This is an optimization exercise on Yosys and OpenROAD, whose aim is small area and a short achievable clock period, not a production implementation. In this exercise RTL edits were held to simulation tests only and were not proved equivalent to the original. In every run shown here, the design's own scripts or RTL, not TritonCTS, make the clock network. The clock input has no modelled driver; a real chip could not lean on it and would need a root buffer or a full tree.

**design.v**
```verilog
`default_nettype none
module markFold(input logic [31:0] x, output logic [7:0] y);
	logic a_1;
	logic a_2;
	logic a_3;
	logic a_4;
	logic a_5;
	logic a_6;
	logic a_7;
	logic a_8;
	logic a_9;
	logic a_10;
	logic a_11;
	logic a_12;
	logic a_13;
	logic a_14;
	logic a_15;
	logic a_16;
	logic a_17;
	logic a_18;
	logic a_19;
	logic a_20;
	logic a_21;
	logic a_22;
	logic a_23;
	logic a_24;
	logic a_25;
	logic a_26;
	logic a_27;
	logic a_28;
	logic a_29;
	logic a_30;
	logic a_31;
	logic a_32;
	logic a_33;
	logic a_34;
	logic a_35;
	logic a_36;
	logic a_37;
	logic a_38;
	logic a_39;
	logic a_40;
	logic a_41;
	logic a_42;
	logic a_43;
	logic a_44;
	logic a_45;
	logic a_46;
	logic a_47;
	logic a_48;
	logic a_49;
	logic a_50;
	logic a_51;
	logic a_52;
	logic a_53;
	logic a_54;
	logic a_55;
	logic a_56;
	logic a_57;
	logic a_58;
	logic a_59;
	logic a_60;
	logic a_61;
	logic a_62;
	logic a_63;
	logic a_64;
	logic a_65;
	logic a_66;
	logic a_67;
	logic a_68;
	logic a_69;
	logic a_70;
	logic a_71;
	logic a_72;
	logic a_73;
	logic a_74;
	logic a_75;
	logic a_76;
	logic a_77;
	logic a_78;
	logic a_79;
	logic a_80;
	logic a_81;
	logic a_82;
	logic a_83;
	logic a_84;
	logic a_85;
	logic a_86;
	logic a_87;
	assign {a_2, a_1} = 2'(x[26]) + 2'(x[18]) + 2'(x[16]);
	assign {a_4, a_3} = 2'(x[15]) + 2'(x[8]) + 2'(x[0]);
	assign {a_6, a_5} = 2'(x[27]) + 2'(x[25]) + 2'(x[24]);
	assign {a_8, a_7} = 2'(x[17]) + 2'(x[9]) + 2'(x[7]);
	assign {a_10, a_9} = 2'(x[23]) + 2'(x[19]) + 2'(x[5]);
	assign {a_12, a_11} = 2'(x[28]) + 2'(x[14]) + 2'(x[10]);
	assign {a_14, a_13} = 2'(x[20]) + 2'(x[16]) + 2'(x[2]);
	assign {a_16, a_15} = 2'(x[29]) + 2'(x[25]) + 2'(x[11]);
	assign {a_18, a_17} = 2'(x[26]) + 2'(x[24]) + 2'(x[21]);
	assign {a_20, a_19} = 2'(x[14]) + 2'(x[8]) + 2'(x[6]);
	assign {a_22, a_21} = 2'(x[30]) + 2'(x[23]) + 2'(x[17]);
	assign {a_24, a_23} = 2'(x[15]) + 2'(x[12]) + 2'(x[5]);
	assign a_25 = ~x[22];
	assign {a_27, a_26} = 2'(x[31]) + 2'(x[13]) + 2'(a_25);
	assign {a_29, a_28} = 2'(x[6]) + 2'(a_7) + 2'(a_5);
	assign {a_31, a_30} = 2'(x[1]) + 2'(a_9) + 2'(a_4);
	assign {a_33, a_32} = 2'(a_11) + 2'(a_8) + 2'(a_6);
	assign {a_35, a_34} = 2'(x[7]) + 2'(a_15) + 2'(a_12);
	assign {a_37, a_36} = 2'(x[3]) + 2'(a_19) + 2'(a_17);
	assign {a_39, a_38} = 2'(a_23) + 2'(a_21) + 2'(a_16);
	assign {a_41, a_40} = 2'(x[4]) + 2'(a_20) + 2'(a_18);
	assign {a_43, a_42} = 2'(a_26) + 2'(a_24) + 2'(a_22);
	assign a_44 = ~a_28;
	assign {a_46, a_45} = 2'(a_44) + 2'(a_3) + 2'(a_1);
	assign a_47 = ~a_2;
	assign {a_49, a_48} = 2'(a_32) + 2'(a_29) + 2'(a_47);
	assign {a_51, a_50} = 2'(a_13) + 2'(a_10) + 2'(a_31);
	assign a_52 = ~a_14;
	assign {a_54, a_53} = 2'(a_38) + 2'(a_35) + 2'(a_52);
	assign a_55 = ~a_40;
	assign {a_57, a_56} = 2'(a_42) + 2'(a_39) + 2'(a_55);
	assign a_58 = ~a_41;
	assign {a_60, a_59} = 2'(a_27) + 2'(a_43) + 2'(a_58);
	assign a_61 = ~a_48;
	assign {a_63, a_62} = 2'(a_61) + 2'(a_30) + 2'(a_46);
	assign {a_65, a_64} = 2'(a_34) + 2'(a_33) + 2'(a_49);
	assign a_66 = ~a_53;
	assign {a_68, a_67} = 2'(a_66) + 2'(a_36) + 2'(a_51);
	assign a_69 = ~a_37;
	assign {a_71, a_70} = 2'(a_56) + 2'(a_54) + 2'(a_69);
	assign a_72 = ~a_64;
	assign {a_74, a_73} = 2'(a_72) + 2'(a_50) + 2'(a_63);
	assign {a_76, a_75} = 2'(a_59) + 2'(a_57) + 2'(a_71);
	assign a_77 = ~a_65;
	assign {a_79, a_78} = 2'(a_77) + 2'(a_67) + 2'(a_74);
	assign a_80 = ~a_70;
	assign {a_82, a_81} = 2'(a_80) + 2'(a_68) + 2'(a_79);
	assign a_83 = a_82 ^ a_75;
	assign a_84 = a_82 & ~a_75;
	assign a_85 = ~a_84;
	assign {a_87, a_86} = 2'(a_76) + 2'(a_60) + 2'(a_85);
	assign y = {a_87, a_86, a_83, a_81, a_78, a_73, a_62, a_45};
endmodule
module markTable(input logic [7:0] y, output logic [4:0] r);
	logic b_1;
	logic b_2;
	logic b_3;
	logic b_4;
	logic b_5;
	logic b_6;
	logic b_7;
	logic b_8;
	logic b_9;
	logic b_10;
	logic b_11;
	logic b_12;
	logic b_13;
	logic b_14;
	assign {b_2, b_1} = 2'(y[7]) + 2'(y[6]) + 2'(y[0]);
	assign b_3 = ~y[6];
	assign {b_5, b_4} = 2'(b_3) + 2'(y[5]) + 2'(y[3]);
	assign b_6 = ~y[5];
	assign {b_8, b_7} = 2'(b_6) + 2'(y[1]) + 2'(b_2);
	assign {b_10, b_9} = 2'(y[7]) + 2'(y[2]) + 2'(b_8);
	assign {b_12, b_11} = 2'(b_10) + 2'(b_4);
	assign {b_14, b_13} = 2'(b_5) + 2'(y[4]) + 2'(b_12);
	logic [5:0] b_v;
	assign b_v = {b_14, b_13, b_11, b_9, b_7, b_1};
	always_comb begin
		case (b_v)
			6'd0: r = 5'd10;
			6'd1: r = 5'd11;
			6'd2: r = 5'd12;
			6'd3: r = 5'd13;
			6'd4: r = 5'd14;
			6'd5: r = 5'd15;
			6'd6: r = 5'd16;
			6'd7: r = 5'd17;
			6'd8: r = 5'd18;
			6'd9: r = 5'd0;
			6'd10: r = 5'd1;
			6'd11: r = 5'd2;
			6'd12: r = 5'd3;
			6'd13: r = 5'd4;
			6'd14: r = 5'd5;
			6'd15: r = 5'd6;
			6'd16: r = 5'd7;
			6'd17: r = 5'd8;
			6'd18: r = 5'd9;
			6'd19: r = 5'd10;
			6'd20: r = 5'd11;
			6'd21: r = 5'd12;
			6'd22: r = 5'd13;
			6'd23: r = 5'd14;
			6'd24: r = 5'd15;
			6'd25: r = 5'd16;
			6'd26: r = 5'd17;
			6'd27: r = 5'd18;
			6'd28: r = 5'd0;
			6'd29: r = 5'd1;
			6'd30: r = 5'd2;
			6'd31: r = 5'd3;
			6'd32: r = 5'd4;
			6'd33: r = 5'd5;
			6'd34: r = 5'd6;
			6'd35: r = 5'd7;
			6'd36: r = 5'd8;
			6'd37: r = 5'd9;
			6'd38: r = 5'd10;
			6'd39: r = 5'd11;
			6'd40: r = 5'd12;
			6'd41: r = 5'd13;
			6'd42: r = 5'd14;
			6'd43: r = 5'd15;
			6'd44: r = 5'd16;
			6'd45: r = 5'd17;
			6'd46: r = 5'd18;
			6'd47: r = 5'd0;
			6'd48: r = 5'd1;
			6'd49: r = 5'd2;
			6'd50: r = 5'd3;
			6'd51: r = 5'd4;
			6'd52: r = 5'd5;
			6'd53: r = 5'd6;
			6'd54: r = 5'd7;
			6'd55: r = 5'd8;
			6'd56: r = 5'd9;
			6'd57: r = 5'd10;
			6'd58: r = 5'd11;
			6'd59: r = 5'd12;
			6'd60: r = 5'd13;
			6'd61: r = 5'd14;
			6'd62: r = 5'd15;
			6'd63: r = 5'd16;
			default: r = 5'd0;
		endcase
	end
endmodule
`default_nettype wire
`timescale 1ns/1ps
`default_nettype none
module candidateEval (
	input wire logic [4:0] res,
	input wire logic [19:1] nat,
	input wire logic [19:1] cum,
	output logic [19:1] dists,    
	output logic [19:1] markBit,  
	output logic fits
);
	logic [19:0] natFull;
	logic [37:0] spread;
	logic [19:0] below, above;
	assign natFull = {nat, 1'b1};
	always_comb begin
		spread = res[4] ? ({natFull, 18'd0} >> (5'd16 + 5'(res[1:0]))) : ({natFull, 18'd0} >> res[3:0]);
		for (int d = 0; d < 20; d++) begin
			below[d] = spread[19 - d];  
			above[d] = (d < 19) ? spread[19 + d] : 1'b0;  
		end
		dists = below[19:1] | above[19:1];
		fits = !(|(below[9:0] & above[9:0])) && !(|(dists & cum));
		markBit = 19'(1) << res;
	end
endmodule
`default_nettype wire
`timescale 1ns/1ps
`default_nettype none
module dtsState (
	input wire logic clk,
	input wire logic clearSet,    
	input wire logic clearBlock,  
	input wire logic accept,      
	input wire logic keepBlock,   
	input wire logic store,       
	input wire logic [19:1] dists,
	input wire logic [19:1] markBit,
	output logic [19:1] nat,
	output logic [19:1] cum,
	output logic [19:1] store0
);
	logic [19:1] spec;  
	logic [19:1] bsc;   
	always_ff @(posedge clk) begin
		nat <= (clearSet || clearBlock) ? '0 : (nat | (accept ? markBit : '0));
		spec <= (clearSet || clearBlock) ? '0 : (spec | (accept ? dists : '0));
		bsc <= clearSet ? '0 : (bsc | (keepBlock ? spec : '0));
		if (store) store0 <= nat;
	end
	assign cum = spec | bsc;
endmodule
`default_nettype wire
`timescale 1ns/1ps
`default_nettype none
module searchCtrl #(
	parameter int BLOCK_THRESH = 64,   
	parameter int SET_THRESH = 256     
) (
	input wire logic clk,
	input wire logic reset,
	input wire logic anotherOne,
	input wire logic fits,
	output logic resetQ,      
	output logic newSet,      
	output logic clearBlock,  
	output logic keepBlock,   
	output logic accept,      
	output logic store,       
	output logic done
);
	localparam logic [2:0] S_RESET = 3'd0;
	localparam logic [2:0] S_WAIT1 = 3'd1;
	localparam logic [2:0] S_WAIT2 = 3'd2;
	localparam logic [2:0] S_WAIT3 = 3'd3;
	localparam logic [2:0] S_BUILD = 3'd4;
	localparam logic [2:0] S_INSERT = 3'd5;
	localparam logic [2:0] S_FINISH = 3'd6;
	localparam logic [2:0] S_HOLD = 3'd7;
	function automatic logic [6:0] blockAfter(input int n);
		logic [6:0] q;
		q = '0;
		for (int i = 0; i < n; i++) q = {q[5:0], !(q[6] ^ q[5])};
		blockAfter = q;
	endfunction
	function automatic logic [8:0] setAfter(input int n);
		logic [8:0] q;
		q = '0;
		for (int i = 0; i < n; i++) q = {q[7:0], !(q[8] ^ q[4])};
		setAfter = q;
	endfunction
	localparam logic [6:0] BLOCK_LAST = blockAfter(BLOCK_THRESH);
	localparam logic [8:0] SET_LAST = setAfter(SET_THRESH - 1);
	logic [2:0] state;
	logic flush, secondBlock;
	logic [1:0] j;
	logic [6:0] blockIters;
	logic [8:0] setIters;
	logic [2:0] quiet;  
	logic startBlock, blockOut, setOut, lastMark, build;
	assign newSet = resetQ || (state == S_RESET);
	assign build = !resetQ && (state == S_BUILD);
	assign startBlock = !resetQ && (state == S_WAIT3);
	assign blockOut = build && (blockIters == BLOCK_LAST);
	assign setOut = blockOut && (setIters == SET_LAST);
	assign accept = build && !blockOut && (quiet == 3'd7) && fits && !flush;
	assign lastMark = (j == 2'd2);
	assign clearBlock = startBlock || blockOut;
	assign keepBlock = startBlock;
	assign store = (state == S_INSERT);
	always_ff @(posedge clk) begin
		resetQ <= reset;
	end
	always_ff @(posedge clk) begin
		if (flush) quiet <= 3'd0;
		else if (quiet != 3'd7) quiet <= quiet + 3'd1;
	end
	always_ff @(posedge clk) begin
		flush <= newSet || startBlock || (blockOut && !setOut) || accept;
		if (newSet) begin
			state <= S_WAIT1;
		end else begin
			case (state)
				S_WAIT1: state <= S_WAIT2;
				S_WAIT2: state <= S_WAIT3;
				S_WAIT3: state <= S_BUILD;
				S_BUILD: begin
					if (setOut) state <= S_RESET;
					else if (accept && lastMark) state <= secondBlock ? S_FINISH : S_INSERT;
				end
				S_INSERT: state <= S_WAIT2;
				S_FINISH: state <= S_HOLD;
				S_HOLD: if (anotherOne) state <= S_RESET;
				default: state <= S_RESET;
			endcase
		end
	end
	always_ff @(posedge clk) begin
		if (reset) done <= 1'b0;
		else if (!newSet && state == S_FINISH) done <= 1'b1;
		else if (!newSet && state == S_HOLD && anotherOne) done <= 1'b0;
	end
	always_ff @(posedge clk) begin
		if (newSet) secondBlock <= 1'b0;
		else if (state == S_INSERT) secondBlock <= 1'b1;
	end
	always_ff @(posedge clk) begin
		if (newSet || clearBlock) blockIters <= '0;
		else blockIters <= {blockIters[5:0], !(blockIters[6] ^ blockIters[5])};
	end
	always_ff @(posedge clk) begin
		if (newSet) setIters <= '0;
		else if (blockOut) setIters <= {setIters[7:0], !(setIters[8] ^ setIters[4])};
	end
	always_ff @(posedge clk) begin
		if (newSet || clearBlock) j <= '0;
		else if (accept) j <= j + 2'd1;
	end
endmodule
`default_nettype wire
`timescale 1ns/1ps
`default_nettype none
module dtsWorker #(
	parameter logic [31:0] SEED = 32'h2545f491,  
	parameter int BLOCK_THRESH = 64,   
	parameter int SET_THRESH = 256     
) (
	input wire logic clk,
	input wire logic reset,
	input wire logic anotherOne,
	output logic [39:0] natRuler,
	output logic done
);
	function automatic logic [31:0] xsBack(input logic [31:0] y);
		logic [31:0] x;
		x = y;
		for (int i = 0; i < 7; i++) x = y ^ (x << 5);
		y = x;
		for (int i = 0; i < 2; i++) x = y ^ (x >> 17);
		y = x;
		for (int i = 0; i < 3; i++) x = y ^ (x << 13);
		xsBack = x;
	endfunction
	localparam logic [31:0] SEED_NEXT = xsBack(xsBack(xsBack(xsBack(xsBack(SEED)))));
	logic resetQ, newSet, clearBlock, keepBlock, accept, store, fits;
	logic [31:0] xs;
	logic [31:0] xsNext;
	logic [7:0] fold, foldQ;
	logic [4:0] res, resQ;  
	logic [19:1] nat, cum, store0, dists, markBit;
	always_comb begin
		xsNext = xs ^ (xs << 13);
		xsNext = xsNext ^ (xsNext >> 17);
		xsNext = xsNext ^ (xsNext << 5);
	end
	always_ff @(posedge clk) begin
		xs <= resetQ ? SEED_NEXT : xsNext;
		foldQ <= fold;
		resQ <= res;
	end
	markFold markFold_i (.x(xs), .y(fold));
	markTable markTable_i (.y(foldQ), .r(res));
	candidateEval candidateEval_i (
		.res(resQ), .nat(nat), .cum(cum), .dists(dists), .markBit(markBit), .fits(fits)
	);
	searchCtrl #(.BLOCK_THRESH(BLOCK_THRESH), .SET_THRESH(SET_THRESH)) searchCtrl_i (
		.clk(clk), .reset(reset), .anotherOne(anotherOne), .fits(fits),
		.resetQ(resetQ), .newSet(newSet), .clearBlock(clearBlock), .keepBlock(keepBlock),
		.accept(accept), .store(store), .done(done)
	);
	dtsState dtsState_i (
		.clk(clk), .clearSet(newSet), .clearBlock(clearBlock), .accept(accept),
		.keepBlock(keepBlock), .store(store), .dists(dists), .markBit(markBit),
		.nat(nat), .cum(cum), .store0(store0)
	);
	assign natRuler = {nat, 1'b1, store0, 1'b1};
endmodule
`default_nettype wire
```
**flow/run.sh**
```bash
#!/bin/bash
# The standard layout with these changes:
# - the port buffers are buf_2 instead of the flow's default pick (a slow
#   delay buffer); every port still gets a buffer;
# - the clock tree is built by hand in two short levels: the clock port feeds
#   four clkbuf_8, which feed twelve clkbuf_8, each at the centre of the
#   flip-flops it drives (manual_cts.tcl, sourced before the CTS step, which
#   then skips TritonCTS);
# - timing repair keeps a setup margin so that it also works on the few paths
#   that set the achieved period.
# The constraints and the clock period are the standard flow's.
set -euo pipefail
export BUFFER_PORTS_ARGS="-buffer_cell sky130_fd_sc_hd__buf_2"
export PRE_CTS_TCL="$(pwd)/flow/manual_cts.tcl"
export SETUP_SLACK_MARGIN=18.35
bash standard.sh > standard_flow.log 2>&1
```
**flow/manual_cts.tcl**
```tcl
# Clock distribution in two short levels, built by hand before the CTS step.
# The flip-flops are split by position into NLEAF balanced groups; each group
# gets a leaf clkbuf_8 at its centre. The leaves are split into NTOP balanced
# groups; each gets a clkbuf_8 at its centre, fed straight from the clock
# port (which so drives NTOP cell pins). TritonCTS is then not run for this
# design: clock_tree_synthesis becomes a no-op, and the rest of the CTS step
# (legalisation, timing repair) runs as usual.

set nleaf 12
set ntop 4

# balanced k-means: pts is a list of {x y}; returns {assignment centres}
proc balanced_kmeans {pts k} {
  set n [llength $pts]
  set order [lsort -integer -indices [lmap p $pts {expr {[lindex $p 0] + [lindex $p 1]}}]]
  set cent {}
  for {set i 0} {$i < $k} {incr i} {
    lappend cent [lindex $pts [lindex $order [expr {int(($i + 0.5) * $n / $k)}]]]
  }
  set cap [expr {($n + $k - 1) / $k}]
  for {set iter 0} {$iter < 30} {incr iter} {
    # nearest centre first, at most cap points per centre
    set pairs {}
    set i 0
    foreach p $pts {
      for {set c 0} {$c < $k} {incr c} {
        set q [lindex $cent $c]
        lappend pairs [list [expr {abs([lindex $p 0] - [lindex $q 0]) + abs([lindex $p 1] - [lindex $q 1])}] $i $c]
      }
      incr i
    }
    set asg [lrepeat $n -1]
    set fill [lrepeat $k 0]
    foreach pr [lsort -real -index 0 $pairs] {
      lassign $pr d i c
      if {[lindex $asg $i] < 0 && [lindex $fill $c] < $cap} {
        lset asg $i $c
        lset fill $c [expr {[lindex $fill $c] + 1}]
      }
    }
    set cent {}
    for {set c 0} {$c < $k} {incr c} {
      set sx 0; set sy 0; set cnt 0
      foreach p $pts a $asg {
        if {$a == $c} { set sx [expr {$sx + [lindex $p 0]}]; set sy [expr {$sy + [lindex $p 1]}]; incr cnt }
      }
      lappend cent [list [expr {$sx / max($cnt, 1)}] [expr {$sy / max($cnt, 1)}]]
    }
  }
  return [list $asg $cent]
}

proc place_clock_buffer {block master name x y inNet} {
  set inst [odb::dbInst_create $block $master $name]
  set net [odb::dbNet_create $block "${name}_net"]
  $net setSigType CLOCK
  [$inst findITerm A] connect $inNet
  [$inst findITerm X] connect $net
  $inst setLocation [expr {int($x)}] [expr {int($y)}]
  $inst setPlacementStatus PLACED
  return $net
}

set block [ord::get_db_block]
set db [ord::get_db]
set clkNet [$block findNet clk]
set leafMaster [$db findMaster sky130_fd_sc_hd__clkbuf_8]
set topMaster [$db findMaster sky130_fd_sc_hd__clkbuf_8]

set sinks [$clkNet getITerms]
set pts {}
foreach it $sinks {
  set b [[$it getInst] getBBox]
  lappend pts [list [expr {([$b xMin] + [$b xMax]) / 2}] [expr {([$b yMin] + [$b yMax]) / 2}]]
}
lassign [balanced_kmeans $pts $nleaf] leafAsg leafCent
lassign [balanced_kmeans $leafCent $ntop] topAsg topCent

foreach it $sinks { $it disconnect }
for {set t 0} {$t < $ntop} {incr t} {
  set c [lindex $topCent $t]
  set topNet [place_clock_buffer $block $topMaster "clkbuf_top_$t" [lindex $c 0] [lindex $c 1] $clkNet]
  for {set l 0} {$l < $nleaf} {incr l} {
    if {[lindex $topAsg $l] != $t} continue
    set c [lindex $leafCent $l]
    set leafNet [place_clock_buffer $block $leafMaster "clkbuf_leaf_$l" [lindex $c 0] [lindex $c 1] $topNet]
    set cnt 0
    foreach it $sinks a $leafAsg {
      if {$a == $l} { $it connect $leafNet; incr cnt }
    }
    puts "clock leaf $l under top $t drives $cnt flip-flops"
  }
}

proc clock_tree_synthesis {args} {
  puts "clock_tree_synthesis skipped: the clock buffers were placed by manual_cts.tcl"
}
```
**standard.sh**
```bash
#!/bin/bash
# synth_recipe.tcl (not shown) runs the flow's synth.tcl, then flattens the netlist and writes it again
# the make line also repeats each setting of config.mk as NAME=value (left out here)
make -C /OpenROAD-flow-scripts/flow DESIGN_CONFIG=/design/flow/config.mk WORK_HOME=/design/flow/orfs CLKGATE_MAP_FILE= SYNTH_SCRIPT=/design/flow/synth_recipe.tcl "${@:-finish}"
```
**config.mk**
```make
export PLATFORM = sky130hd
export DESIGN_NAME = dtsWorker
export DESIGN_NICKNAME = dtsWorker
export VERILOG_FILES = /design/flow/design.v
export SDC_FILE = /design/flow/constraint.sdc
export NUM_CORES = 4
export LEC_CHECK = 0
export ABC_AREA = 1
export CAP_MARGIN = 20
export CORE_MARGIN = 2
export CORE_UTILIZATION = 40
export PLACE_DENSITY = 0.6
export SLEW_MARGIN = 20
```
**constraint.sdc**
```tcl
create_clock -name core_clock -period 24.0 [get_ports {clk}]
set_input_delay 4.8000 -clock core_clock [delete_from_list [all_inputs] [get_ports {clk}]]
set_output_delay 4.8000 -clock core_clock [all_outputs]
set_load 0.01 [all_outputs]
```
==> run notes, run 1 <==
result of the run complete, no violations; maximum capacitance violations 0; area share of the largest cell type after synthesis 31.0%; number of distinct library cells after synthesis 43; IO Pins 44; type of the worst min-delay path reg2reg; minimum clock period 5670 ps; portion of the clock cycle consumed by the worst path in the final layout 23.6%; sequential share of the synthesized area 37.8%; Global Route Usage Sum 18.3%; Worst-Skew Late Latency 310 ps; number of endpoints with negative hold slack in the final report 0; total of endpoints with negative setup slack in the final report 0; vias per cell 4.99; Max Clock Skew 32.0 ps; Syn Std Cell Area 0.00840 sq mm; Async SR Flop Fraction 0%; overall die width 149 microns; share of the core filled with cells 43.8%; CP Buf/Inv Count 1; num rows 53; residual antenna-violating net count after detailed routing 0; vias in the first global route 6606; most area-consuming cells after synthesis sky130_fd_sc_hd__dfxtp_1 31%, sky130_fd_sc_hd__nand2_1 11%, sky130_fd_sc_hd__fa_1 9.8%, sky130_fd_sc_hd__nand3_1 7.8%, sky130_fd_sc_hd__inv_1 6.8%; ordered cell list for the critical path buf_2; ANT cells 0; CP peak stage delay 390 ps; Final Net Count 1214; detailed-route via count 7140; Arr. time, crit path 870 ps; element type at the critical path start register; top cells by count, synth 255 x sky130_fd_sc_hd__nand2_1, 153 x sky130_fd_sc_hd__inv_1, 131 x sky130_fd_sc_hd__nand3_1; final weighted congestion of routability-driven global placement 0.883; initial antenna violation count 0; routed wire length per instance 14.3 microns; total congestion overflow after global routing 0; hold-fix buffers at CTS 0; core region area 0.0208 sq mm; count of flip-flops with a built-in enable after synthesis 19; final routed wirelength across all metal layers 20.4 mm; CP max-delay cell sky130_fd_sc_hd__dfxtp_2; transition time at the pin with the least slew margin 928 ps; number of synthesized register bits 149; top_reg_cell synth sky130_fd_sc_hd__dfxtp_1; top-count cell post-synth sky130_fd_sc_hd__nand2_1; library cell occupying the most area in the post-synthesis netlist sky130_fd_sc_hd__dfxtp_1; Post-Synthesis Mean Instance Area 7.45 sq um; number of max-slew violations in the final report 0; starting DRC count in detailed routing 453; final instance area 0.00912 sq mm; R2R Setup Slk 19690 ps; aggregate negative setup slack 0 ps; Syn Inst Count 1128; crit path max fanout 5; crit path kind reg2out; Post-Layout Cell Count 1431; standard cell area after detailed placement 0.00878 sq mm; capturing element type of the critical path primary output; Layout fillers 2185; area delta synth->final 8.56%; first-pass GRT wire length 33.4 mm; proportion of layout cells with a drive suffix above 1 9.60%; die height 149 microns; clock-pin slew on the worst setup and hold paths 80 ps; Post-route DRC 0; area of the die 0.0222 sq mm; effective utilization at floorplan 40.3%; largest net degree at the start of global routing 40; total of warnings raised by yosys 5; worst relative slew slack 38.1%; Detail Placement HPWL 15.1 mm; length of the first detailed-routing pass in iterations 5; total instance count after detailed placement 1408; RSZ-0062 raised after global routing true; Data required, critical path 19200 ps; maximum operating frequency 176 MHz; family with the most delay on the worst path flip-flops; Port-buffer cells 41
==> repair_timing <==
action                     4_1_cts  5_1_grt
gates resized for setup          0       36
setup buffers                    0        7
setup endpoints to repair        0       26
==> sequential cells by signal, summed over array words and instances (netlist names) <==
| register | count |
|---|---|
| xs | 32 |
| dtsState_i.bsc | 19 |
| dtsState_i.nat | 19 |
| dtsState_i.spec | 19 |
| dtsState_i.store0 | 19 |
| searchCtrl_i.setIters | 9 |
| foldQ | 8 |
| searchCtrl_i.blockIters | 7 |
| resQ | 5 |
| searchCtrl_i.quiet | 3 |
| searchCtrl_i.state | 3 |
| searchCtrl_i.j | 2 |
| searchCtrl_i.done | 1 |
| searchCtrl_i.flush | 1 |
| searchCtrl_i.resetQ | 1 |
| searchCtrl_i.secondBlock | 1 |
==> layer usage <==
| layer | GRT usage (%) | wire length [microns] |
|---|---|---|
| met1 | 25.3 | 9540 |
| met4 | 5.38 | 679 |
| met5 | 0 | 0 |
| met3 | 2.45 | 1090 |
| met2 | 30.0 | 9100 |
==> logic make-up after synthesis <==
kind of cell	after synthesis	share of synthesized area (%)
adders and majority gates	53	11.6
buffers and inverters	208	10.1
AOI/OAI and AO/OA	161	10.4
DFF	149	37.8
other	1	0.0446
and+or+nand+nor	518	26.2
xor gates and xnor gates	38	3.96
==> through the flow <==
step | hold slack (ps) | setup WS, ps
2_1_floorplan | 408 | 18770
6_report | 427 | 18330
4_1_cts | 418 | 18570
3_5_place_dp | 418 | 18580
3_3_place_gp | 413 | 18590
5_1_grt | 463 | 18290
==> layout make-up <==
class | instances | area [sq um] | share of cell area, %
tap | 275 | 344 | 3.77
timing repair buffer | 53 | 314 | 3.44
multi-input combinational | 772 | 4390 | 48.2
inverter | 166 | 623 | 6.83
buffer | 16 | 220 | 2.41
sequential | 149 | 3230 | 35.4
==> path summary, 6_finish.rpt <==
| path | startpoint | end | cells past startpoint |
|---|---|---|---|
| max | dtsState_i.nat[16] | natRuler[36] | 1 |
| max reg2reg | xs[10] | foldQ[6] | 13 |
| min | searchCtrl_i.blockIters[0] | searchCtrl_i.blockIters[1] | 2 |
| min reg2reg | searchCtrl_i.blockIters[0] | searchCtrl_i.blockIters[1] | 2 |
==> cell usage in the layout (no fill, tap or decap), drive strengths merged, types with 8 or more instances in the layout <==
master / instances
edfxtp: 19
nand2: 256
clkbuf: 16
dfxtp: 130
ha: 12
nor2: 100
inv: 164
nor3: 11
a21oi: 88
xnor2: 24
nand4: 13
o21ai: 50
fa: 41
buf: 53
xor2: 14
nand3: 132
o21a: 8
==> run 2, diff against run 1 <==
--- a/flow/run.sh
+++ b/flow/run.sh
@@ -3,7 +3,7 @@
 # - the port buffers are buf_2 instead of the flow's default pick (a slow
 #   delay buffer); every port still gets a buffer;
 # - the clock tree is built by hand in two short levels: the clock port feeds
-#   four clkbuf_8, which feed twelve clkbuf_8, each at the centre of the
+#   four clkbuf_16, which feed twelve clkbuf_8, each at the centre of the
 #   flip-flops it drives (manual_cts.tcl, sourced before the CTS step, which
 #   then skips TritonCTS);
 # - timing repair keeps a setup margin so that it also works on the few paths
--- a/flow/manual_cts.tcl
+++ b/flow/manual_cts.tcl
@@ -1,7 +1,7 @@
 # Clock distribution in two short levels, built by hand before the CTS step.
 # The flip-flops are split by position into NLEAF balanced groups; each group
 # gets a leaf clkbuf_8 at its centre. The leaves are split into NTOP balanced
-# groups; each gets a clkbuf_8 at its centre, fed straight from the clock
+# groups; each gets a clkbuf_16 at its centre, fed straight from the clock
 # port (which so drives NTOP cell pins). TritonCTS is then not run for this
 # design: clock_tree_synthesis becomes a no-op, and the rest of the CTS step
 # (legalisation, timing repair) runs as usual.
@@ -65,7 +65,7 @@
 set db [ord::get_db]
 set clkNet [$block findNet clk]
 set leafMaster [$db findMaster sky130_fd_sc_hd__clkbuf_8]
-set topMaster [$db findMaster sky130_fd_sc_hd__clkbuf_8]
+set topMaster [$db findMaster sky130_fd_sc_hd__clkbuf_16]
 
 set sinks [$clkNet getITerms]
 set pts {}
==> run 2 against run 1 <==
  * Core utilization shrank 0.17 points
  * Still clean
  * Fmax grew 0.39%
  * Flip-flop and latch count is the same
  * Critical endpoint unchanged
==> run notes, run 2 <==
Post-Synthesis Mean Instance Area 7.45 sq um; most area-consuming cells after synthesis sky130_fd_sc_hd__dfxtp_1 31%, sky130_fd_sc_hd__nand2_1 11%, sky130_fd_sc_hd__fa_1 9.8%, sky130_fd_sc_hd__nand3_1 7.8%, sky130_fd_sc_hd__inv_1 6.8%; Reg with most FFs xs; Detail Placement HPWL 15.1 mm; total of endpoints with negative setup slack in the final report 0; hold depth 2; Global Route Usage Sum 18.3%; hold-fix buffers at CTS 0; number of distinct library cells after synthesis 43; Data required, critical path 19200 ps; total stage count of the critical path 1; maximum operating frequency 177 MHz; first-pass GRT wire length 33.4 mm; num rows 53; Syn Inst Count 1128; minimum clock period 5650 ps; portion of the clock cycle consumed by the worst path in the final layout 23.5%; Async SR Flop Fraction 0%; worst slack on hold paths 428 ps; Post-Layout Cell Count 1424; detailed-route via count 7099; routed wire length per instance 14.3 microns; effective utilization at floorplan 40.3%; number of flip-flops in the largest register 32; Final Net Count 1207; crit path max fanout 5; number of max-slew violations in the final report 0; Post-route DRC 0; area of the die 0.0222 sq mm; crit path kind reg2out; area share of the largest cell type after synthesis 31.0%; number of endpoints with negative hold slack in the final report 0; proportion of layout cells with a drive suffix above 1 9.05%; top-count cell post-synth sky130_fd_sc_hd__nand2_1; CP max-delay cell sky130_fd_sc_hd__dfxtp_2; top cells by count, synth 255 x sky130_fd_sc_hd__nand2_1, 153 x sky130_fd_sc_hd__inv_1, 131 x sky130_fd_sc_hd__nand3_1; vias per cell 4.99; capturing element type of the critical path primary output; most frequent cells in the layout 255 x sky130_fd_sc_hd__nand2_1, 153 x sky130_fd_sc_hd__inv_1, 131 x sky130_fd_sc_hd__nand3_1, 111 x sky130_fd_sc_hd__dfxtp_1, 96 x sky130_fd_sc_hd__nor2_1; final routed wirelength across all metal layers 20.4 mm; aggregate negative setup slack 0 ps; element type at the critical path start register; total congestion overflow after global routing 0; number of synthesized register bits 149; Port-buffer cells 41; length of the first detailed-routing pass in iterations 7; worst relative slew slack 40.5%; top_reg_cell synth sky130_fd_sc_hd__dfxtp_1; most common cell after layout, fill and taps aside sky130_fd_sc_hd__nand2_1; core region area 0.0208 sq mm; library cell occupying the most area in the post-synthesis netlist sky130_fd_sc_hd__dfxtp_1; initial antenna violation count 0; residual antenna-violating net count after detailed routing 0; type of the worst min-delay path reg2reg; total instance count after detailed placement 1408; R2R Setup Slk 19700 ps; overall die width 149 microns; vias in the first global route 6617; transition time at the pin with the least slew margin 891 ps; cell depth of the worst flop-to-flop path 13; Max Clock Skew 23.8 ps; IO Pins 44; result of the run complete, no violations; area delta synth->final 8.13%; sequential share of the synthesized area 37.8%; Syn Std Cell Area 0.00840 sq mm; die height 149 microns; Worst-Skew Late Latency 290 ps; Arr. time, crit path 850 ps; count of flip-flops with a built-in enable after synthesis 19; clock-pin slew on the worst setup and hold paths 80 ps; largest net degree at the start of global routing 40; ordered cell list for the critical path buf_2; RSZ-0062 raised after global routing true; maximum capacitance violations 0; final weighted congestion of routability-driven global placement 0.883; total of warnings raised by yosys 5; starting DRC count in detailed routing 452; family with the most delay on the worst path flip-flops; CP peak stage delay 390 ps; ANT cells 0; CP Buf/Inv Count 1
[run 2: cell counts after synthesis]
No cell type changed its count.
[run 2: cells by family (layout without fill, tap and decap cells)]
logic type | count (synthesis) | after routing | synth area share, %
DFF | 149 | 149 | 37.8
adders and majority gates | 53 | 53 | 11.6
other | 1 | 2 | 0.0446
AOI/OAI and AO/OA | 161 | 161 | 10.4
buffers and inverters | 208 | 228 | 10.1
and+or+nand+nor | 518 | 518 | 26.2
xor gates and xnor gates | 38 | 38 | 3.96
[run 2: final cells by class]
| type | count | area (sq um) |
|---|---|---|
| Buffer | 16 | 265 |
| Fill cell | 2184 | 11700 |
| Inverter | 166 | 623 |
| Multi-Input combinational cell | 772 | 4390 |
| Sequential cell | 149 | 3210 |
| Tap cell | 275 | 344 |
| Timing Repair Buffer | 46 | 245 |
[run 2: what timing repair did]
action,in CTS,in global routing
buffers inserted,0,0
resized for setup,0,27
setup endpoints to repair,0,20
[run 2: worst paths after layout]
path,startpoint,endpoint
setup / recovery,dtsState_i.nat[16],natRuler[36]
hold / removal,searchCtrl_i.blockIters[0],searchCtrl_i.blockIters[1]
setup reg to reg,xs[10],foldQ[6]
hold reg to reg,searchCtrl_i.blockIters[0],searchCtrl_i.blockIters[1]
[run 2: stage by stage]
step                utilization, %  instance area [sq um]  worst slack (ps)
floorplan                        -                   8410             18770
CTS                           43.4                   9040             18570
global placement              42.1                   8780             18590
finish                        43.6                   9080             18350
global route                  43.6                   9080             18310
detailed placement            42.1                   8780             18580
[run 2: routing by layer]
layer	part of all wire, %	GRT usage, %
met5	0	0
met4	3.2	5.38
met3	6.0	2.45
met2	45	30.0
met1	46	25.3
==> run 3, diff against run 2 <==
--- a/design.v
+++ b/design.v
@@ -1,3 +1,4 @@
+`timescale 1ns/1ps
 `default_nettype none
 module markFold(input logic [31:0] x, output logic [7:0] y);
 	logic a_1;
==> run 3 against run 2 <==
  * Final cell count is the same
  * Routed wire length did not move
  * Cell area unchanged
  * Register-to-register slack about the same
  * Largest cell class unchanged
  * Critical path type unchanged
  * Synthesized cell count unchanged
==> run notes, run 3 <==
core region area 0.0208 sq mm; total congestion overflow after global routing 0; vias in the first global route 6617; area of the die 0.0222 sq mm; starting DRC count in detailed routing 452; Final Net Count 1207; library cell occupying the most area in the post-synthesis netlist sky130_fd_sc_hd__dfxtp_1; minimum clock period 5650 ps; crit path max fanout 5; num rows 53; number of distinct library cells after synthesis 43; number of endpoints with negative hold slack in the final report 0; maximum capacitance violations 0; type of the worst min-delay path reg2reg; Post-Layout Cell Count 1424; vias per cell 4.99; maximum operating frequency 177 MHz; worst setup slack after layout 18350 ps; total stage count of the critical path 1; element type at the critical path start register; most area-consuming cells after synthesis sky130_fd_sc_hd__dfxtp_1 31%, sky130_fd_sc_hd__nand2_1 11%, sky130_fd_sc_hd__fa_1 9.8%, sky130_fd_sc_hd__nand3_1 7.8%, sky130_fd_sc_hd__inv_1 6.8%; aggregate negative setup slack 0 ps; CP max-delay cell sky130_fd_sc_hd__dfxtp_2; initial antenna violation count 0; clock-pin slew on the worst setup and hold paths 80 ps; number of flip-flops in the largest register 32; dpl ws 18580 ps; Max Clock Skew 23.8 ps; ordered cell list for the critical path buf_2; cell depth of the worst flop-to-flop path 13; proportion of layout cells with a drive suffix above 1 9.05%; result of the run complete, no violations; IO Pins 44; number of max-slew violations in the final report 0; sequential share of the synthesized area 37.8%; portion of the clock cycle consumed by the worst path in the final layout 23.5%; Data required, critical path 19200 ps; final routed wirelength across all metal layers 20.4 mm; detailed-route via count 7099; standard cell area after detailed placement 0.00878 sq mm; top cells by count, synth 255 x sky130_fd_sc_hd__nand2_1, 153 x sky130_fd_sc_hd__inv_1, 131 x sky130_fd_sc_hd__nand3_1; CP Buf/Inv Count 1; overall die width 149 microns; Post-Synthesis Mean Instance Area 7.45 sq um; area delta synth->final 8.13%; area share of the largest cell type after synthesis 31.0%; family with the most delay on the worst path flip-flops; worst relative slew slack 40.5%; total of endpoints with negative setup slack in the final report 0; RSZ-0062 raised after global routing true; most common cell after layout, fill and taps aside sky130_fd_sc_hd__nand2_1; final instance area 0.00908 sq mm; share of the core filled with cells 43.6%; setup bufs post-CTS 0; largest net degree at the start of global routing 40; Global Route Usage Sum 18.3%; Port-buffer cells 41; length of the first detailed-routing pass in iterations 7; cts repair resizes 0; effective utilization at floorplan 40.3%; CP peak stage delay 390 ps; residual antenna-violating net count after detailed routing 0; count of flip-flops with a built-in enable after synthesis 19; Syn Std Cell Area 0.00840 sq mm; top-count cell post-synth sky130_fd_sc_hd__nand2_1; most frequent cells in the layout 255 x sky130_fd_sc_hd__nand2_1, 153 x sky130_fd_sc_hd__inv_1, 131 x sky130_fd_sc_hd__nand3_1, 111 x sky130_fd_sc_hd__dfxtp_1, 96 x sky130_fd_sc_hd__nor2_1; hold depth 2; total of warnings raised by yosys 5; Post-route DRC 0; die height 149 microns; Arr. time, crit path 850 ps; Detail Placement HPWL 15.1 mm; routed wire length per instance 14.3 microns; top_reg_cell synth sky130_fd_sc_hd__dfxtp_1; hold-fix buffers at CTS 0; final weighted congestion of routability-driven global placement 0.883; first-pass GRT wire length 33.4 mm; number of synthesized register bits 149; Reg with most FFs xs; crit path kind reg2out; Syn Inst Count 1128; capturing element type of the critical path primary output; ANT cells 0; Worst-Skew Late Latency 290 ps; total instance count after detailed placement 1408; transition time at the pin with the least slew margin 891 ps; Async SR Flop Fraction 0%
[run 3: worst paths after layout]
kind / startpoint / endpoint / slack (ps)
setup / recovery: dtsState_i.nat[16] / natRuler[36] / 18350
hold / removal: searchCtrl_i.blockIters[0] / searchCtrl_i.blockIters[1] / 430
setup reg to reg: xs[10] / foldQ[6] / 19700
hold reg to reg: searchCtrl_i.blockIters[0] / searchCtrl_i.blockIters[1] / 430
[run 3: cells by family after synthesis]
group           share of synthesized area (%)
simple gates                             26.2
flops                                    37.8
buf+inv                                  10.1
other cells                            0.0446
fa+ha+maj                                11.6
xor+xnor                                 3.96
compound gates                           10.4
[run 3: cell type report]
type                    instances  area (sq um)
fillers                      2184         11700
well taps                     275           344
multi-input cells             772          4390
inverters                     166           623
flip-flops and latches        149          3210
plain buffers                  16           265
repair buffers                 46           245
[run 3: routing by layer]
layer | vias to the layer above | GRT usage [%] | part of all wire, %
met5 | - | 0 | 0
met4 | 0 | 5.38 | 3.2
met3 | 42 | 2.45 | 6.0
met2 | 200 | 30.0 | 45
met1 | 3235 | 25.3 | 46
li1 | 3622 | - | -
[run 3: worst reg2reg max path, stage by stage, from the launching register on]
cell,delay (ps)
sky130_fd_sc_hd__dfxtp_1,370
sky130_fd_sc_hd__fa_1,550
sky130_fd_sc_hd__inv_1,50
sky130_fd_sc_hd__fa_1,560
sky130_fd_sc_hd__fa_1,450
sky130_fd_sc_hd__fa_1,450
sky130_fd_sc_hd__fa_1,430
sky130_fd_sc_hd__fa_1,400
sky130_fd_sc_hd__inv_1,80
sky130_fd_sc_hd__fa_1,160
sky130_fd_sc_hd__inv_1,40
sky130_fd_sc_hd__ha_1,180
sky130_fd_sc_hd__inv_1,70
sky130_fd_sc_hd__fa_1,380
[run 3: stage by stage]
| stage | hold slack, ps |
|---|---|
| finish | 428 |
| detailed placement | 418 |
| floorplan | 408 |
| global placement | 413 |
| global route | 463 |
| CTS | 418 |
==> run 4, diff against run 3 <==
--- a/design.v
+++ b/design.v
@@ -1,4 +1,3 @@
-`timescale 1ns/1ps
 `default_nettype none
 module markFold(input logic [31:0] x, output logic [7:0] y);
 	logic a_1;
--- a/flow/run.sh
+++ b/flow/run.sh
@@ -12,5 +12,4 @@
 set -euo pipefail
 export BUFFER_PORTS_ARGS="-buffer_cell sky130_fd_sc_hd__buf_2"
 export PRE_CTS_TCL="$(pwd)/flow/manual_cts.tcl"
-export SETUP_SLACK_MARGIN=18.35
 bash standard.sh > standard_flow.log 2>&1
==> run 4 against run 3 <==
  * Worst setup slack worse by 87 ps
  * Highest routed layer unchanged
  * Register-to-register slack is essentially flat
  * Via count up 0.54%
  * Synthesized area unchanged
  * Sequential share of layout area is 0.29 points lower
  * Critical path type unchanged
  * Hold slack about the same
  * Cell area decreased by 0.48%
  * Final cell count unchanged
==> run notes, run 4 <==
aggregate negative setup slack 0 ps; flip-flop and latch area 0.00317 sq mm; Reg with most FFs xs; num rows 53; CP peak stage delay 450 ps; Detail Placement HPWL 15.1 mm; portion of the clock cycle consumed by the worst path in the final layout 23.9%; Worst-Skew Late Latency 290 ps; minimum clock period 5740 ps; footprint of the multi-input gates 0.00439 sq mm; Post-route DRC 0; effective utilization at floorplan 40.3%; area delta synth->final 7.61%; routed wire length per instance 14.3 microns; CP max-delay cell sky130_fd_sc_hd__dfxtp_1; first-pass GRT wire length 33.4 mm; length of the first detailed-routing pass in iterations 5; top cells by count, synth 255 x sky130_fd_sc_hd__nand2_1, 153 x sky130_fd_sc_hd__inv_1, 131 x sky130_fd_sc_hd__nand3_1; element type at the critical path start register; top_reg_cell synth sky130_fd_sc_hd__dfxtp_1; maximum operating frequency 174 MHz; final instance area 0.00904 sq mm; IO Pins 44; total congestion overflow after global routing 0; ANT cells 0; number of endpoints with negative hold slack in the final report 0; worst relative slew slack 38.5%; crit path max fanout 5; largest net degree at the start of global routing 40; number of distinct library cells after synthesis 43; starting DRC count in detailed routing 451; maximum capacitance violations 0; Global Route Usage Sum 18.3%; Data required, critical path 19200 ps; vias in the first global route 6617; Final Net Count 1207; Async SR Flop Fraction 0%; RSZ-0062 raised after global routing false; total of warnings raised by yosys 5; cts repair resizes 0; sequential share of the synthesized area 37.8%; most area-consuming cells after synthesis sky130_fd_sc_hd__dfxtp_1 31%, sky130_fd_sc_hd__nand2_1 11%, sky130_fd_sc_hd__fa_1 9.8%, sky130_fd_sc_hd__nand3_1 7.8%, sky130_fd_sc_hd__inv_1 6.8%; Port-buffer cells 41; Max Clock Skew 23.9 ps; most common cell after layout, fill and taps aside sky130_fd_sc_hd__nand2_1; library cell occupying the most area in the post-synthesis netlist sky130_fd_sc_hd__dfxtp_1; number of synthesized register bits 149; ordered cell list for the critical path buf_2; hold-fix buffers at CTS 0; clock-pin slew on the worst setup and hold paths 80 ps; core region area 0.0208 sq mm; detailed-route via count 7137; residual antenna-violating net count after detailed routing 0; type of the worst min-delay path reg2reg; crit path kind reg2out; capturing element type of the critical path primary output; number of flip-flops in the largest register 32; final routed wirelength across all metal layers 20.3 mm; proportion of layout cells with a drive suffix above 1 7.40%; result of the run complete, no violations; transition time at the pin with the least slew margin 922 ps; family with the most delay on the worst path flip-flops; count of flip-flops with a built-in enable after synthesis 19; number of max-slew violations in the final report 0; CP Buf/Inv Count 1; vias per cell 5.01; total of endpoints with negative setup slack in the final report 0; top-count cell post-synth sky130_fd_sc_hd__nand2_1; Syn Inst Count 1128; standard cell area after detailed placement 0.00878 sq mm; Layout fillers 2194; area share of the largest cell type after synthesis 31.0%; Post-Synthesis Mean Instance Area 7.45 sq um; worst slack on hold paths 428 ps; Syn Std Cell Area 0.00840 sq mm; area of the die 0.0222 sq mm; most frequent cells in the layout 255 x sky130_fd_sc_hd__nand2_1, 153 x sky130_fd_sc_hd__inv_1, 131 x sky130_fd_sc_hd__nand3_1, 130 x sky130_fd_sc_hd__dfxtp_1, 96 x sky130_fd_sc_hd__nor2_1; setup bufs post-CTS 0; Arr. time, crit path 940 ps; overall die width 149 microns; initial antenna violation count 0; final weighted congestion of routability-driven global placement 0.883; die height 149 microns
==> run 4: cell counts after synthesis <==
Identical to the previous run, type by type.
==> run 4: stage by stage <==
stage               worst slack [ps]  instances  utilization [%]
finish                         18260       1424             43.4
global route                   18220       1424             43.4
CTS                            18570       1424             43.4
detailed placement             18580       1408             42.1
global placement               18590       1408             42.1
floorplan                      18770       1129                -
==> run 4: worst reg2reg max path, stage by stage (launching register included) <==
cell and delay (ps):
sky130_fd_sc_hd__dfxtp_1 370, sky130_fd_sc_hd__fa_1 550, sky130_fd_sc_hd__inv_1 50, sky130_fd_sc_hd__fa_1 560
sky130_fd_sc_hd__fa_1 450, sky130_fd_sc_hd__fa_1 450, sky130_fd_sc_hd__fa_1 430, sky130_fd_sc_hd__fa_1 400
sky130_fd_sc_hd__inv_1 80, sky130_fd_sc_hd__fa_1 160, sky130_fd_sc_hd__inv_1 40, sky130_fd_sc_hd__ha_1 180
sky130_fd_sc_hd__inv_1 70, sky130_fd_sc_hd__fa_1 380
==> run 4: area by class of cell <==
type | instances | area share [%]
repair buffers | 46 | 2.68
multi-input cells | 772 | 48.6
well taps | 275 | 3.81
flip-flops and latches | 149 | 35.1
inverters | 166 | 6.89
plain buffers | 16 | 2.93
==> run 4: kinds of logic after synthesis <==
family	synth area share [%]
and+or+nand+nor	26.2
adders and majority gates	11.6
xor gates and xnor gates	3.96
AOI/OAI and AO/OA	10.4
buffers and inverters	10.1
other	0.0446
DFF	37.8
==> run 4: final timing paths <==
kind	startpoint	depth (start not counted)	slack, ps	to
worst max-delay path	dtsState_i.nat[16]	1	18260	natRuler[36]
worst min register to register	searchCtrl_i.blockIters[0]	2	430	searchCtrl_i.blockIters[1]
worst min-delay path	searchCtrl_i.blockIters[0]	2	430	searchCtrl_i.blockIters[1]
worst max register to register	xs[10]	13	19700	foldQ[6]
==> run 4: layer usage <==
metal | wire (microns) | share of wire [%] | track usage, % | vias to the layer above
met5 | 0 | 0 | 0 | -
met1 | 9400 | 46 | 25.3 | 3280
met3 | 1200 | 5.9 | 2.45 | 42
met4 | 658 | 3.2 | 5.38 | 0
li1 | - | - | - | 3620
met2 | 9080 | 45 | 30.0 | 195
==> run 5, diff against run 4 <==
--- a/flow/run.sh
+++ b/flow/run.sh
@@ -12,4 +12,5 @@
 set -euo pipefail
 export BUFFER_PORTS_ARGS="-buffer_cell sky130_fd_sc_hd__buf_2"
 export PRE_CTS_TCL="$(pwd)/flow/manual_cts.tcl"
+export SETUP_SLACK_MARGIN=18.42
 bash standard.sh > standard_flow.log 2>&1
==> run 5 against run 4 <==
  * Hold slack is essentially flat
  * Sequential share of layout area shrank 0.48 points
  * Still clean on timing, DRC and antenna
  * Final cell count grew 1.4%
  * Critical path depth is the same
  * Die area is the same
  * Global-route usage is the same
  * Synthesized area is the same
==> run notes, run 5 <==
result of the run complete, no violations; Post-Layout Cell Count 1444; Syn Inst Count 1128; CP max-delay cell sky130_fd_sc_hd__edfxtp_1; Detail Placement HPWL 15.1 mm; first-pass GRT wire length 33.4 mm; Reg with most FFs xs; library cell occupying the most area in the post-synthesis netlist sky130_fd_sc_hd__dfxtp_1; largest net degree at the start of global routing 40; final weighted congestion of routability-driven global placement 0.883; maximum operating frequency 178 MHz; residual antenna-violating net count after detailed routing 0; Async SR Flop Fraction 0%; Post-Synthesis Mean Instance Area 7.45 sq um; area of the die 0.0222 sq mm; crit path max fanout 1; R2R Setup Slk 19700 ps; vias per cell 4.99; Post-route DRC 0; share of the core filled with cells 45.0%; hold-fix buffers at CTS 0; area delta synth->final 11.5%; most area-consuming cells after synthesis sky130_fd_sc_hd__dfxtp_1 31%, sky130_fd_sc_hd__nand2_1 11%, sky130_fd_sc_hd__fa_1 9.8%, sky130_fd_sc_hd__nand3_1 7.8%, sky130_fd_sc_hd__inv_1 6.8%; top_reg_cell synth sky130_fd_sc_hd__dfxtp_1; capturing element type of the critical path primary output; detailed-route via count 7201; maximum capacitance violations 0; most frequent cells in the layout 255 x sky130_fd_sc_hd__nand2_1, 153 x sky130_fd_sc_hd__inv_1, 131 x sky130_fd_sc_hd__nand3_1, 110 x sky130_fd_sc_hd__dfxtp_1, 96 x sky130_fd_sc_hd__nor2_1; die height 149 microns; Syn Std Cell Area 0.00840 sq mm; element type at the critical path start register; top-count cell post-synth sky130_fd_sc_hd__nand2_1; top cells by count, synth 255 x sky130_fd_sc_hd__nand2_1, 153 x sky130_fd_sc_hd__inv_1, 131 x sky130_fd_sc_hd__nand3_1; crit path kind reg2out; worst setup slack after layout 18380 ps; minimum clock period 5620 ps; Crit Reg-Reg Startpoint xs[10]; aggregate negative setup slack 0 ps; core region area 0.0208 sq mm; Max Clock Skew 24.0 ps; CP Buf/Inv Count 1; RSZ-0062 raised after global routing true; total of warnings raised by yosys 5; vias in the first global route 6617; worst relative slew slack 39.4%; number of max-slew violations in the final report 0; total instance count after detailed placement 1408; flip-flop and latch area 0.00324 sq mm; total congestion overflow after global routing 0; Global Route Usage Sum 18.3%; ordered cell list for the critical path buf_2; worst slack on hold paths 427 ps; routed wire length per instance 14.2 microns; type of the worst min-delay path reg2reg; Worst-Skew Late Latency 290 ps; footprint of the multi-input gates 0.00439 sq mm; total of endpoints with negative setup slack in the final report 0; overall die width 149 microns; proportion of layout cells with a drive suffix above 1 10.7%; number of distinct library cells after synthesis 43; Worst Hold Launch searchCtrl_i.blockIters[0]; initial antenna violation count 0; Arr. time, crit path 820 ps; number of endpoints with negative hold slack in the final report 0; starting DRC count in detailed routing 484; Layout fillers 2158; transition time at the pin with the least slew margin 907 ps; standard cell area after detailed placement 0.00878 sq mm; Port-buffer cells 41; dpl ws 18580 ps; count of flip-flops with a built-in enable after synthesis 19; number of synthesized register bits 149; most common cell after layout, fill and taps aside sky130_fd_sc_hd__nand2_1; sequential share of the synthesized area 37.8%; family with the most delay on the worst path flip-flops; clock-pin slew on the worst setup and hold paths 80 ps; Data required, critical path 19200 ps; length of the first detailed-routing pass in iterations 5; final instance area 0.00937 sq mm; number of flip-flops in the largest register 32; portion of the clock cycle consumed by the worst path in the final layout 23.4%; Final Net Count 1227; CP startpoint dtsState_i.store0[16]; effective utilization at floorplan 40.3%; area share of the largest cell type after synthesis 31.0%; IO Pins 44; final routed wirelength across all metal layers 20.5 mm; CP peak stage delay 370 ps; ANT cells 0; num rows 53
run 5: worst paths after layout:
check,to,cells after the start
worst max-delay path,natRuler[16],1
worst min-delay path,searchCtrl_i.blockIters[1],2
worst max register to register,foldQ[6],13
worst min register to register,searchCtrl_i.blockIters[1],2
run 5: logic make-up after synthesis:
group / count (synthesis) / share of synthesized area (%)
AOI/OAI and AO/OA: 161 / 10.4
other: 1 / 0.0446
buffers and inverters: 208 / 10.1
adders and majority gates: 53 / 11.6
and+or+nand+nor: 518 / 26.2
xor gates and xnor gates: 38 / 3.96
DFF: 149 / 37.8
run 5: routing by layer:
metal  part of all wire [%]  GRT usage [%]
met4                    3.2           5.38
met2                     45           30.0
met1                     46           25.3
met5                      0              0
met3                    5.4           2.45
run 5: layout make-up:
cell class	count	share of cell area [%]
timing repair buffer	66	5.35
inverter	166	6.65
multi-input combinational	772	46.9
sequential	149	34.6
tap	275	3.67
buffer	16	2.83
run 5: what timing repair did:
item / CTS / global route
buffers inserted: 0 / 20
gates resized for setup: 0 / 59
setup endpoints to repair: 0 / 39
==> run 6, diff against run 5 <==
--- a/design.v
+++ b/design.v
@@ -1,3 +1,4 @@
+`timescale 1ns/1ps
 `default_nettype none
 module markFold(input logic [31:0] x, output logic [7:0] y);
 	logic a_1;
--- a/flow/run.sh
+++ b/flow/run.sh
@@ -12,5 +12,5 @@
 set -euo pipefail
 export BUFFER_PORTS_ARGS="-buffer_cell sky130_fd_sc_hd__buf_2"
 export PRE_CTS_TCL="$(pwd)/flow/manual_cts.tcl"
-export SETUP_SLACK_MARGIN=18.42
+export SETUP_SLACK_MARGIN=18.38
 bash standard.sh > standard_flow.log 2>&1
==> run 6 against run 5 <==
  * Final cell count shrank 0.76%
  * Synthesized cell count unchanged
  * Via count decreased by 0.72%
  * First-iteration DRC count is 4.3% lower
  * Critical path depth is the same
  * Hold slack got worse by 0.51 ps
  * Routed wire length about the same
  * Critical endpoint is now natRuler[36]
==> run notes, run 6 <==
Port-buffer cells 41; top-count cell post-synth sky130_fd_sc_hd__nand2_1; CP max-delay cell sky130_fd_sc_hd__dfxtp_4; transition time at the pin with the least slew margin 908 ps; Worst Hold Launch searchCtrl_i.blockIters[0]; initial antenna violation count 0; number of max-slew violations in the final report 0; vias per cell 4.99; library cell occupying the most area in the post-synthesis netlist sky130_fd_sc_hd__dfxtp_1; Reg with most FFs xs; largest net degree at the start of global routing 40; Syn Std Cell Area 0.00840 sq mm; most area-consuming cells after synthesis sky130_fd_sc_hd__dfxtp_1 31%, sky130_fd_sc_hd__nand2_1 11%, sky130_fd_sc_hd__fa_1 9.8%, sky130_fd_sc_hd__nand3_1 7.8%, sky130_fd_sc_hd__inv_1 6.8%; proportion of layout cells with a drive suffix above 1 9.76%; Layout fillers 2178; result of the run complete, no violations; ordered cell list for the critical path buf_2; routed wire length per instance 14.3 microns; Global Route Usage Sum 18.3%; Async SR Flop Fraction 0%; Max Clock Skew 24.0 ps; detailed-route via count 7149; area of the die 0.0222 sq mm; top_reg_cell synth sky130_fd_sc_hd__dfxtp_1; total congestion overflow after global routing 0; share of the core filled with cells 44.2%; worst slack on hold paths 427 ps; Worst-Skew Late Latency 290 ps; first-pass GRT wire length 33.4 mm; die height 149 microns; capturing element type of the critical path primary output; Final Net Count 1216; most frequent cells in the layout 255 x sky130_fd_sc_hd__nand2_1, 153 x sky130_fd_sc_hd__inv_1, 131 x sky130_fd_sc_hd__nand3_1, 111 x sky130_fd_sc_hd__dfxtp_1, 96 x sky130_fd_sc_hd__nor2_1; aggregate negative setup slack 0 ps; crit path max fanout 5; most common cell after layout, fill and taps aside sky130_fd_sc_hd__nand2_1; length of the first detailed-routing pass in iterations 7; standard cell area after detailed placement 0.00878 sq mm; effective utilization at floorplan 40.3%; cell depth of the worst flop-to-flop path 13; number of endpoints with negative hold slack in the final report 0; number of flip-flops in the largest register 32; clock-pin slew on the worst setup and hold paths 80 ps; count of flip-flops with a built-in enable after synthesis 19; Post-Synthesis Mean Instance Area 7.45 sq um; hold depth 2; number of synthesized register bits 149; FF-to-FF End foldQ[6]; type of the worst min-delay path reg2reg; hold-fix buffers at CTS 0; Data required, critical path 19200 ps; starting DRC count in detailed routing 463; final instance area 0.00921 sq mm; CP Buf/Inv Count 1; area delta synth->final 9.56%; maximum capacitance violations 0; Detail Placement HPWL 15.1 mm; minimum clock period 5620 ps; RSZ-0062 raised after global routing true; IO Pins 44; Arr. time, crit path 820 ps; sequential share of the synthesized area 37.8%; final weighted congestion of routability-driven global placement 0.883; num rows 53; top cells by count, synth 255 x sky130_fd_sc_hd__nand2_1, 153 x sky130_fd_sc_hd__inv_1, 131 x sky130_fd_sc_hd__nand3_1; Post-route DRC 0; residual antenna-violating net count after detailed routing 0; total of endpoints with negative setup slack in the final report 0; core region area 0.0208 sq mm; portion of the clock cycle consumed by the worst path in the final layout 23.4%; Syn Inst Count 1128; CP peak stage delay 380 ps; R2R Setup Slk 19700 ps; element type at the critical path start register; final routed wirelength across all metal layers 20.5 mm; maximum operating frequency 178 MHz; Hold Crit Endpoint searchCtrl_i.blockIters[1]; worst relative slew slack 39.4%; ANT cells 0; vias in the first global route 6617; total of warnings raised by yosys 5; area share of the largest cell type after synthesis 31.0%; crit path kind reg2out; overall die width 149 microns; family with the most delay on the worst path flip-flops; number of distinct library cells after synthesis 43; Crit Reg-Reg Startpoint xs[10]
run 6: cell count changes in the layout (fill, tap and decap cells not counted), sizes merged:
cell / change
buf: -11
run 6: how the worst max path moves through the flow:
stage                                        to  cells after the start  slack (ps)               start
final                              natRuler[36]                      1       18380  dtsState_i.nat[16]
after global routing               natRuler[36]                      1       18340  dtsState_i.nat[16]
after CTS                          natRuler[39]                      1       18570  dtsState_i.nat[19]
after detailed placement           natRuler[39]                      1       18580  dtsState_i.nat[19]
after global placement             natRuler[38]                      1       18590  dtsState_i.nat[18]
after floorplan           searchCtrl_i.state[0]                      4       18770          anotherOne
run 6: worst reg2reg max path: stages, from the launching register on:
cell	delay (ps)
sky130_fd_sc_hd__dfxtp_1	370
sky130_fd_sc_hd__fa_1	550
sky130_fd_sc_hd__inv_1	50
sky130_fd_sc_hd__fa_1	560
sky130_fd_sc_hd__fa_1	450
sky130_fd_sc_hd__fa_1	450
sky130_fd_sc_hd__fa_1	430
sky130_fd_sc_hd__fa_1	400
sky130_fd_sc_hd__inv_1	80
sky130_fd_sc_hd__fa_1	160
sky130_fd_sc_hd__inv_1	40
sky130_fd_sc_hd__ha_1	180
sky130_fd_sc_hd__inv_1	70
sky130_fd_sc_hd__fa_1	380
run 6: cells by family (layout without fill, tap and decap cells):
kind of cell             count (synthesis)  in the layout  synth area share, %
AO/OA/AOI/OAI                          161            161                 10.4
XOR/XNOR                                38             38                 3.96
other                                    1              2               0.0446
adder cells (fa/ha/maj)                 53             53                 11.6
flip-flops                             149            149                 37.8
AND/OR/NAND/NOR                        518            518                 26.2
buffers and inverters                  208            237                 10.1
run 6: cell type report:
cell class                      instances  area [sq um]  area share [%]
Buffer                                 16           265            2.88
Inverter                              166           623            6.77
Tap cell                              275           344            3.74
Timing Repair Buffer                   55           338            3.67
Multi-Input combinational cell        772          4390            47.7
Sequential cell                       149          3240            35.2
run 6: timing repair:
action,CTS,global route
resized for setup,0,44
endpoints found under the setup margin,0,30
setup buffers,0,9
run 6: per-stage QoR:
| stage | instances | setup slack, ps |
|---|---|---|
| floorplan | 1129 | 18770 |
| global placement | 1408 | 18590 |
| detailed placement | 1408 | 18580 |
| CTS | 1424 | 18570 |
| global route | 1433 | 18340 |
| finish | 1433 | 18380 |
run 6: routing by layer:
layer  global-route usage (%)  wire, microns
met1                     25.3           9370
met2                     30.0           9200
met3                     2.45           1250
met4                     5.38            658
met5                        0              0

-- static timing again, ports no longer ideal --
The results above use ideal ports. As a check the final layouts listed here were re-extracted and re-timed, cells and wires unchanged. Step 1 (the two cells are an assumption about what drives the block):
set clk [get_ports {clk}]
set_driving_cell -lib_cell sky130_fd_sc_hd__clkbuf_16 $clk
set_driving_cell -lib_cell sky130_fd_sc_hd__buf_2 [delete_from_list [all_inputs] $clk]
Step 2 also shifts input and output timing later by t, the mid clock arrival at the registers, as if the neighbouring blocks saw the same clock. a / b / c = ideal ports / drivers / drivers and shift; a / b = the first two.
| run | t, ns | setup WS [ns] | slew at the worst register clock pin (ns) |
|---|---|---|---|
| run 1 | 0.370 | 18.329 / 18.255 / 18.585 | 0.09 / 0.09 |
| run 2 | 0.369 | 18.352 / 18.261 / 18.588 | 0.09 / 0.09 |
| run 3 | 0.369 | 18.352 / 18.261 / 18.588 | 0.09 / 0.09 |
| run 4 | 0.370 | 18.265 / 18.174 / 18.544 | 0.09 / 0.09 |
| run 5 | 0.370 | 18.383 / 18.292 / 18.588 | 0.09 / 0.09 |
| run 6 | 0.370 | 18.377 / 18.285 / 18.588 | 0.09 / 0.09 |
After both steps setup and hold are still met in every run listed.
